What follows belongs to an exercise in optimizing a design on an open flow for a short achievable clock period and few clock cycles; a production flow would make more cautious choices.
The RTL was checked by simulation tests, not by an equivalence proof against the original design.
No activity file was given, so power comes from the tool's default toggle rates.

==> try-raven <==
==> flow/design.v <==
module mc_comp (
  input  logic        clk,
  input  logic        rstn,
  input  logic [4:0]  reg_sel,
  output logic [31:0] reg_data,
  output logic [6:0]  mem_addr,
  output logic        mem_we,
  output logic [31:0] mem_wdata,
  input  logic [31:0] mem_rdata
);
  logic [31:0] r_rf [0:31];
  logic [6:0]  a_idx0, a_idx1;  
  logic        a_sel;           
  logic [6:0]  a_idx;
  logic        a_mem;         
  logic        a_we;
  logic [31:0] a_wd;
  logic [6:0]  f_idx;         
  logic [6:0]  f_ras;         
  logic        e_valid;
  logic [31:0] e_a, e_op2;     
  logic [8:0]  e_imm9;        
  logic [4:0]  e_rs, e_rt, e_shamt, e_rd;
  logic        e_op2rt;       
  logic        e_wr;          
  logic        e_lw, e_sw, e_beq, e_bne, e_jr, e_j;
  logic        e_cin;         
  logic        e_s_arith, e_s_and, e_s_or, e_s_slt, e_s_sll, e_s_srl, e_s_link;
  logic        e_pt;
  logic [6:0]  e_tidx, e_nidx, e_pn;
  logic [25:0] e_jt;
  logic [31:0] e_off4;
  logic [31:0] e_pc0, e_pc1;   
  logic        e_pcs;          
  logic        m_lw;          
  logic [4:0]  m_rd;
  logic        w_we;
  logic [4:0]  w_rd;
  logic [31:0] w_val;
  logic [31:0] w_oh;          
  logic        w_slt;         
  logic        w_sx, w_a31;
  logic [31:0] w_res;
  logic        fetching, exec;
  logic        d_stall;       
  assign fetching = ~a_mem;
  assign exec     = e_valid & fetching;
  logic [31:0] x_sum, x_shl, x_shr, x_oth, x_res, x_pc4, x_btgt, x_succ;
  logic [32:0] x_s33;
  logic        x_eq, x_taken, x_mispred;
  logic [8:0]  x_dsum;
  assign x_s33  = {e_a, 1'b1} + {e_op2, e_cin};
  assign x_sum  = x_s33[32:1];
  assign x_shl  = e_op2 << e_shamt;
  assign x_shr  = e_op2 >> e_shamt;
  logic [31:0] x_pc4_0, x_pc4_1, x_btgt_0, x_btgt_1;
  assign x_pc4_0  = e_pc0 + 32'd4;
  assign x_pc4_1  = e_pc1 + 32'd4;
  assign x_btgt_0 = e_pc0 + e_off4;
  assign x_btgt_1 = e_pc1 + e_off4;
  assign x_pc4    = ({32{e_pcs}} & x_pc4_1)  | ({32{~e_pcs}} & x_pc4_0);
  assign x_btgt   = ({32{e_pcs}} & x_btgt_1) | ({32{~e_pcs}} & x_btgt_0);
  assign x_oth = ({32{e_s_and}}  & (e_a & e_op2)) |
                 ({32{e_s_or}}   & (e_a | e_op2)) |
                 ({32{e_s_link}} & x_pc4);
  logic [31:0] x_ro, x_sh;
  assign x_sh  = e_s_sll ? x_shl : x_shr;
  assign x_ro  = x_oth;
  assign x_res = (e_s_arith || e_s_slt) ? x_sum : ((e_s_sll || e_s_srl) ? x_sh : x_ro);
  assign w_res = w_slt ? {31'd0, (w_sx ? w_a31 : w_val[31])} : w_val;
  assign x_eq      = (e_a == e_op2);
  logic x_zero;
  assign x_zero    = ((e_a ^ e_op2) == {e_a[30:0] | e_op2[30:0], e_cin});
  assign x_taken   = (e_beq & x_eq) | (e_bne & ~x_eq);
  assign x_mispred = exec & ((((e_beq | e_bne) & (x_taken ^ e_pt))) |
                             (e_jr & (e_a[8:2] != e_pn)));
  assign x_dsum    = e_a[8:0] + e_imm9;
  always_comb begin
    if (e_j)          x_succ = {x_pc4[31:28], e_jt, 2'b00};
    else if (e_jr)    x_succ = e_a;
    else              x_succ = x_pc4;
  end
  assign a_idx     = a_sel ? a_idx1 : a_idx0;
  assign mem_addr  = a_idx;
  assign mem_we    = a_we;
  assign mem_wdata = a_wd;
  logic [31:0] fi;
  logic [5:0]  f_op;
  logic        f_isj, f_isbr, f_isjr, f_pt;
  logic [6:0]  f_seq, f_tgt, f_pn;
  assign fi     = mem_rdata;
  assign f_op   = fi[31:26];
  assign f_isj  = (f_op == 6'h02) || (f_op == 6'h03);
  assign f_isbr = (f_op == 6'h04) || (f_op == 6'h05);
  assign f_isjr = (f_op == 6'h00) && (fi[5:0] == 6'h08);
  logic f_fz;
  assign f_fz   = exec && e_wr && e_s_arith &&
                  (((fi[20:16] == 5'd0) && (fi[25:21] == e_rd)) ||
                   ((fi[25:21] == 5'd0) && (fi[20:16] == e_rd)));
  assign f_pt   = f_isbr && (f_fz ? ((f_op == 6'h04) ? x_zero : !x_zero)
                                  : (fi[15] || ((f_op == 6'h04) && (fi[25:21] == fi[20:16]))));
  logic [6:0] f_seq0, f_seq1, f_tgt0, f_tgt1;
  assign f_seq0 = a_idx0 + 7'd1;
  assign f_seq1 = a_idx1 + 7'd1;
  assign f_tgt0 = f_seq0 + fi[6:0];
  assign f_tgt1 = f_seq1 + fi[6:0];
  assign f_seq  = ({7{a_sel}} & f_seq1) | ({7{~a_sel}} & f_seq0);
  assign f_tgt  = ({7{a_sel}} & f_tgt1) | ({7{~a_sel}} & f_tgt0);
  always_comb begin
    if (f_isj)       f_pn = fi[6:0];
    else if (f_pt)   f_pn = f_tgt;
    else if (f_isjr) f_pn = f_ras;
    else             f_pn = f_seq;
  end
  logic [6:0] x_nx_t, x_nx_nt, x_nx_jr, x_nx_seq, x_anext;
  logic       x_br;
  assign x_nx_t   = e_pt ? f_pn : e_tidx;
  assign x_nx_nt  = e_pt ? e_nidx : f_pn;
  assign x_nx_jr  = (e_a[8:2] != e_pn) ? e_a[8:2] : f_pn;
  assign x_nx_seq = fetching ? (d_stall ? a_idx : f_pn) : f_idx;
  assign x_br = exec && (e_beq || e_bne);
  always_comb begin
    if (exec && (e_lw || e_sw))    x_anext = x_dsum[8:2];
    else if (x_br)                 x_anext = x_nx_nt;
    else if (exec && e_jr)         x_anext = x_nx_jr;
    else                           x_anext = x_nx_seq;
  end
  logic [5:0]  d_op, d_fn;
  logic [4:0]  d_rs, d_rt, d_rd, d_dst;
  logic [31:0] d_sext, d_zext;
  logic        d_ralu, d_ialu, d_lw, d_jal, d_sub;
  assign d_op   = fi[31:26];
  assign d_fn   = fi[5:0];
  assign d_rs   = fi[25:21];
  assign d_rt   = fi[20:16];
  assign d_rd   = fi[15:11];
  assign d_sext = {{16{fi[15]}}, fi[15:0]};
  assign d_zext = {16'h0000, fi[15:0]};
  always_comb begin
    d_ralu = 1'b0;
    if (d_op == 6'h00) begin
      case (d_fn)
        6'h21, 6'h23, 6'h24, 6'h25, 6'h2A, 6'h00, 6'h02: d_ralu = 1'b1;
        default: d_ralu = 1'b0;
      endcase
    end
  end
  assign d_ialu = (d_op == 6'h08) || (d_op == 6'h09) || (d_op == 6'h0A) ||
                  (d_op == 6'h0C) || (d_op == 6'h0D) || (d_op == 6'h0F);
  assign d_lw   = (d_op == 6'h23);
  assign d_sub  = ((d_op == 6'h00) && ((d_fn == 6'h23) || (d_fn == 6'h2A))) || (d_op == 6'h0A);
  assign d_jal  = (d_op == 6'h03);
  assign d_dst  = d_jal ? 5'd31 : ((d_op == 6'h00) ? d_rd : d_rt);
  assign d_stall = exec && e_wr && (e_s_sll || e_s_srl || e_s_slt) &&
                   ((e_rd == d_rs) ||
                    ((e_rd == d_rt) && ((d_op == 6'h00) || (d_op == 6'h2B) ||
                                        (d_op == 6'h04) || (d_op == 6'h05))));
  logic d_fes, d_fws, d_fet, d_fwt;
  assign d_fes = exec && e_wr && (e_rd == d_rs);
  assign d_fws = w_we && (w_rd == d_rs);
  assign d_fet = exec && e_wr && (e_rd == d_rt);
  assign d_fwt = w_we && (w_rd == d_rt);
  logic d_aon, d_rtop, d_inv;
  logic d_s_sum, d_s_ro, d_s_w, d_s_rf;
  logic d_t_sum, d_t_ro, d_t_w, d_t_rf;
  logic [31:0] d_imm, d_ea, d_eop2;
  assign d_aon   = (d_op != 6'h0F);       
  assign d_rtop  = (d_op == 6'h00) || (d_op == 6'h2B) || (d_op == 6'h04) || (d_op == 6'h05);
  assign d_inv   = d_sub && (d_op == 6'h00);
  assign d_s_sum = d_aon &&  d_fes &&  e_s_arith;
  assign d_s_ro  = d_aon &&  d_fes && !e_s_arith;
  assign d_s_w   = d_aon && !d_fes &&  d_fws;
  assign d_s_rf  = d_aon && !d_fes && !d_fws;
  assign d_t_sum = d_rtop &&  d_fet &&  e_s_arith;
  assign d_t_ro  = d_rtop &&  d_fet && !e_s_arith;
  assign d_t_w   = d_rtop && !d_fet &&  d_fwt;
  assign d_t_rf  = d_rtop && !d_fet && !d_fwt;
  always_comb begin
    if (d_op == 6'h0C || d_op == 6'h0D) d_imm = d_zext;
    else if (d_op == 6'h0F)             d_imm = {fi[15:0], 16'h0000};
    else if (d_op == 6'h0A)             d_imm = ~d_sext;
    else                                d_imm = d_sext;
  end
  assign d_ea   = ({32{d_s_sum}} & x_sum) |
                  ({32{d_s_ro}}  & x_ro)  |
                  ({32{d_s_w}}   & w_res) |
                  ({32{d_s_rf}}  & r_rf[d_rs]);
  assign d_eop2 = ({32{d_t_sum && !d_inv}} & x_sum)  |
                  ({32{d_t_sum &&  d_inv}} & ~x_sum) |
                  ({32{d_t_ro}}  & (x_ro  ^ {32{d_inv}})) |
                  ({32{d_t_w}}   & (w_res ^ {32{d_inv}})) |
                  ({32{d_t_rf}}  & (r_rf[d_rt] ^ {32{d_inv}})) |
                  ({32{!d_rtop}} & d_imm);
  logic [31:0] w_dbg;
  always_comb begin
    w_dbg = '0;
    for (int i = 1; i < 32; i++) begin
      if (reg_sel == 5'(i)) w_dbg = r_rf[i];
    end
  end
  always_ff @(posedge clk or negedge rstn) begin
    if (!rstn) reg_data <= '0;
    else       reg_data <= w_dbg;
  end
  logic m_fa, m_fb;
  assign m_fa = m_lw && (e_rs == m_rd);
  assign m_fb = m_lw && e_op2rt && (e_rt == m_rd);
  always_ff @(posedge clk or negedge rstn) begin
    if (!rstn) begin
      a_idx0   <= '0;
      a_idx1   <= '0;
      a_sel    <= 1'b0;
      a_mem    <= 1'b0;
      a_we     <= 1'b0;
      a_wd     <= '0;
      f_idx    <= '0;
      f_ras    <= '0;
      e_valid  <= 1'b0;
      e_a      <= '0;
      e_imm9   <= '0;
      e_op2    <= '0;
      e_rs     <= '0;
      e_rt     <= '0;
      e_shamt  <= '0;
      e_rd     <= '0;
      e_op2rt  <= 1'b0;
      e_wr     <= 1'b0;
      e_lw     <= 1'b0;
      e_sw     <= 1'b0;
      e_beq    <= 1'b0;
      e_bne    <= 1'b0;
      e_jr     <= 1'b0;
      e_j      <= 1'b0;
      e_cin    <= 1'b0;
      e_s_arith <= 1'b0;
      e_s_and  <= 1'b0;
      e_s_or   <= 1'b0;
      e_s_slt  <= 1'b0;
      e_s_sll  <= 1'b0;
      e_s_srl  <= 1'b0;
      e_s_link <= 1'b0;
      e_pt     <= 1'b0;
      e_tidx   <= '0;
      e_nidx   <= '0;
      e_pn     <= '0;
      e_jt     <= '0;
      e_off4   <= '0;
      e_pc0    <= '0;
      e_pc1    <= '0;
      e_pcs    <= 1'b0;
      m_lw     <= 1'b0;
      m_rd     <= '0;
      w_we     <= 1'b0;
      w_rd     <= '0;
      w_val    <= '0;
      w_oh     <= '0;
      w_slt    <= 1'b0;
      w_sx     <= 1'b0;
      w_a31    <= 1'b0;
      for (int i = 0; i < 32; i++) r_rf[i] <= '0;
    end else begin
      a_idx0 <= x_anext;
      a_idx1 <= x_nx_t;
      a_sel  <= x_br && x_taken;
      a_mem <= exec && (e_lw || e_sw);
      a_we  <= exec && e_sw;
      if (exec && e_sw) a_wd <= e_op2;
      m_lw <= exec && e_lw && (e_rt != 5'd0);
      m_rd <= e_rt;
      if (fetching) begin
        f_idx <= f_pn;
        if (f_op == 6'h03) f_ras <= f_seq;
      end
      if (fetching) begin
        e_valid  <= !x_mispred && !d_stall;
        e_a      <= d_ea;
        e_imm9   <= fi[8:0];
        e_op2    <= d_eop2;
        e_cin    <= d_sub;
        e_rs     <= (d_op == 6'h0F) ? 5'd0 : d_rs;
        e_rt     <= d_rt;
        e_op2rt  <= d_rtop;
        e_shamt  <= fi[10:6];
        e_rd     <= d_dst;
        e_wr     <= (d_ralu || d_ialu || d_jal) && (d_dst != 5'd0);
        e_lw     <= d_lw;
        e_sw     <= (d_op == 6'h2B);
        e_beq    <= (d_op == 6'h04);
        e_bne    <= (d_op == 6'h05);
        e_jr     <= f_isjr;
        e_j      <= f_isj;
        e_s_arith <= ((d_op == 6'h00) && ((d_fn == 6'h21) || (d_fn == 6'h23))) ||
                     (d_op == 6'h08) || (d_op == 6'h09);
        e_s_and  <= ((d_op == 6'h00) && (d_fn == 6'h24)) || (d_op == 6'h0C);
        e_s_or   <= ((d_op == 6'h00) && (d_fn == 6'h25)) || (d_op == 6'h0D) || (d_op == 6'h0F);
        e_s_slt  <= ((d_op == 6'h00) && (d_fn == 6'h2A)) || (d_op == 6'h0A);
        e_s_sll  <= (d_op == 6'h00) && (d_fn == 6'h00);
        e_s_srl  <= (d_op == 6'h00) && (d_fn == 6'h02);
        e_s_link <= d_jal;
        e_pt     <= f_pt;
        e_tidx   <= f_tgt;
        e_nidx   <= f_seq;
        e_pn     <= f_pn;
        e_jt     <= fi[25:0];
        e_off4   <= {({{14{fi[15]}}, fi[15:0]} + 30'd1), 2'b00};
      end else begin
        if (m_fa) e_a   <= mem_rdata;
        if (m_fb) e_op2 <= e_cin ? ~mem_rdata : mem_rdata;
      end
      if (exec) begin
        e_pc0 <= x_succ;
        e_pc1 <= x_btgt;
        e_pcs <= x_taken;
      end
      w_we  <= (exec && e_wr) || m_lw;
      w_rd  <= fetching ? e_rd : m_rd;
      w_val <= fetching ? x_res : mem_rdata;
      for (int i = 0; i < 32; i++)
        w_oh[i] <= ((exec && e_wr) || m_lw) && ((fetching ? e_rd : m_rd) == 5'(i));
      w_slt <= fetching && e_s_slt;
      w_sx  <= e_a[31] ^ ~e_op2[31];    
      w_a31 <= e_a[31];
      for (int i = 1; i < 32; i++)
        if (w_oh[i]) r_rf[i] <= w_res;
    end
  end
endmodule
==> flow/run.sh <==
#!/bin/bash
# synth_recipe.tcl (not shown) runs the flow's synth.tcl, then flattens the netlist and writes it again
# the make line also repeats each setting of config.mk as NAME=value (left out here)
make -C /OpenROAD-flow-scripts/flow DESIGN_CONFIG=/design/flow/config.mk WORK_HOME=/design/flow/orfs CLKGATE_MAP_FILE= SYNTH_SCRIPT=/design/flow/synth_recipe.tcl finish
==> flow/config.mk <==
export PLATFORM = sky130hd
export DESIGN_NAME = mc_comp
export DESIGN_NICKNAME = mc_comp
export VERILOG_FILES = /design/flow/design.v
export SDC_FILE = /design/flow/constraint.sdc
export NUM_CORES = 4
export LEC_CHECK = 0
export CAP_MARGIN = 20
export CELL_PAD_IN_SITES_DETAIL_PLACEMENT = 1
export CELL_PAD_IN_SITES_GLOBAL_PLACEMENT = 2
export CORE_MARGIN = 2
export CORE_UTILIZATION = 25
export PLACE_DENSITY = 0.35
export SETUP_SLACK_MARGIN = 2.5
export SLEW_MARGIN = 20
==> flow/constraint.sdc <==
create_clock -name core_clock -period 6.0 [get_ports {clk}]
set_input_delay 1.2000 -clock core_clock [delete_from_list [all_inputs] [get_ports {clk}]]
set_output_delay 1.2000 -clock core_clock [all_outputs]
set_load 0.01 [all_outputs]
==> try-indigo: changes against try-raven <==
--- a/flow/config.mk
+++ b/flow/config.mk
@@ -9,7 +9,7 @@
 export CELL_PAD_IN_SITES_DETAIL_PLACEMENT = 1
 export CELL_PAD_IN_SITES_GLOBAL_PLACEMENT = 2
 export CORE_MARGIN = 2
-export CORE_UTILIZATION = 25
-export PLACE_DENSITY = 0.35
+export CORE_UTILIZATION = 30
+export PLACE_DENSITY = 0.45
 export SETUP_SLACK_MARGIN = 2.5
 export SLEW_MARGIN = 20
==> try-yarrow: changes against try-raven <==
--- a/flow/config.mk
+++ b/flow/config.mk
@@ -9,7 +9,7 @@
 export CELL_PAD_IN_SITES_DETAIL_PLACEMENT = 1
 export CELL_PAD_IN_SITES_GLOBAL_PLACEMENT = 2
 export CORE_MARGIN = 2
-export CORE_UTILIZATION = 25
-export PLACE_DENSITY = 0.35
+export CORE_UTILIZATION = 20
+export PLACE_DENSITY = 0.3
 export SETUP_SLACK_MARGIN = 2.5
 export SLEW_MARGIN = 20
==> try-amber: changes against try-raven <==
--- a/flow/config.mk
+++ b/flow/config.mk
@@ -10,6 +10,6 @@
 export CELL_PAD_IN_SITES_GLOBAL_PLACEMENT = 2
 export CORE_MARGIN = 2
 export CORE_UTILIZATION = 25
-export PLACE_DENSITY = 0.35
+export PLACE_DENSITY = 0.28
 export SETUP_SLACK_MARGIN = 2.5
 export SLEW_MARGIN = 20
==> summary.md <==
| Metric | Value |
|---|---|
| PwrDens | 291 mW/mm2 |
| Taps Inserted | 3919 |
| DP Area | 0.0984 mm2 |
| Status | complete, no violations |
| Vias in the first global route | 93209 |
| Logic pwr share | 0.278 |
| ClkCell Share | 0.0549 |
| Global Route met3 Usage | 0.130 |
| Pint | 20100 uW |
| Net Sw Frac | 0.364 |
| Nature of the critical path startpoint | flop |
| Placed cell count | 13169 |
| Critical R2R Capture | a_idx0[0] |
| Final Power | 31700 uW |
| Final core occ | 0.370 |
| Fmax | 268 MHz |
That was try-indigo.
==> summary.md <==
| Metric | Value |
|---|---|
| Vias in the first global route | 92308 |
| Placed cell count | 13918 |
| Layout cell share with drive strength beyond 1 | 0.311 |
| Status | complete, no violations |
| ClkCell Share | 0.0592 |
| Final Power | 32900 uW |
| Logic pwr share | 0.275 |
| Fmax | 278 MHz |
| DP Area | 0.0991 mm2 |
| PwrDens | 294 mW/mm2 |
| Die Ht | 600 um |
| Net Sw Frac | 0.364 |
| Global Route met3 Usage | 0.0857 |
| Taps Inserted | 4730 |
| Slew Limit Fails | 0 |
| Final core occ | 0.317 |
That was try-raven.
==> summary.md <==
| Metric | Value |
|---|---|
| PwrDens | 294 mW/mm2 |
| Non-clk bufs | 1019 |
| ClkCell Share | 0.0592 |
| Net Sw Frac | 0.364 |
| Nature of the critical path startpoint | input port |
| Pint | 20900 uW |
| Critical R2R Capture | a_idx0[0] |
| Taps Inserted | 4730 |
| Final core occ | 0.317 |
| DP Area | 0.0991 mm2 |
| Status | complete, no violations |
| Fin. Hold Viols | 0 |
| Placed cell count | 13918 |
| Fmax | 278 MHz |
| Logic pwr share | 0.275 |
| Global Route met3 Usage | 0.0857 |
| Vias in the first global route | 92308 |
| Final Power | 32900 uW |
That was try-amber.
==> summary.md <==
| Metric | Value |
|---|---|
| Vias in the first global route | 93203 |
| Taps Inserted | 5904 |
| Logic pwr share | 0.281 |
| Fmax | 272 MHz |
| Critical R2R Capture | a_idx0[1] |
| Synthesized cell area | 0.0889 mm2 |
| Net Sw Frac | 0.373 |
| Critical path class | flop to flop |
| Global Route met3 Usage | 0.0496 |
| DP Area | 0.102 mm2 |
| PwrDens | 296 mW/mm2 |
| Placed cell count | 15201 |
| Nature of the critical path startpoint | flop |
| Final core occ | 0.258 |
| Status | complete, no violations |
That was try-yarrow.
Testbench counts of try-raven, summed over its fixed seeds: cycles 29,154.
Testbench counts of try-indigo, summed over its fixed seeds: cycles 29,154.
Testbench counts of try-yarrow, summed over its fixed seeds: cycles 29,154.
Testbench counts of try-amber, summed over its fixed seeds: cycles 29,154.

==> separate check: timing with driven ports <==
No port has a modelled driver above. Below, the same layouts with a new extraction and two added sets of constraints.
Step 1 sets driving cells, clkbuf_16 on the clock port and buf_2 on the other inputs (assumed; they add their load-dependent delay and slew).
Step 2, shift: input delay + t, output delay - t, t = (earliest + latest rising clock arrival at the registers) / 2. This alone moves slack from input paths to output paths.
Three values: ideal ports, drivers, drivers and shift; two values: the first two.
run	t (ns)	slack for setup (ns)	worst setup path at the end
try-raven	1.055	2.408 / 2.418 / 1.420	input to register
try-indigo	0.997	2.265 / 2.265 / 1.414	input to register
try-yarrow	1.077	2.323 / 2.312 / 1.236	input to register
try-amber	1.055	2.408 / 2.418 / 1.420	input to register
After both steps setup and hold are still met in every run listed. The setup slack of try-yarrow, which loses most, moves by -0.011 ns with the drivers and by -1.087 ns with both steps.
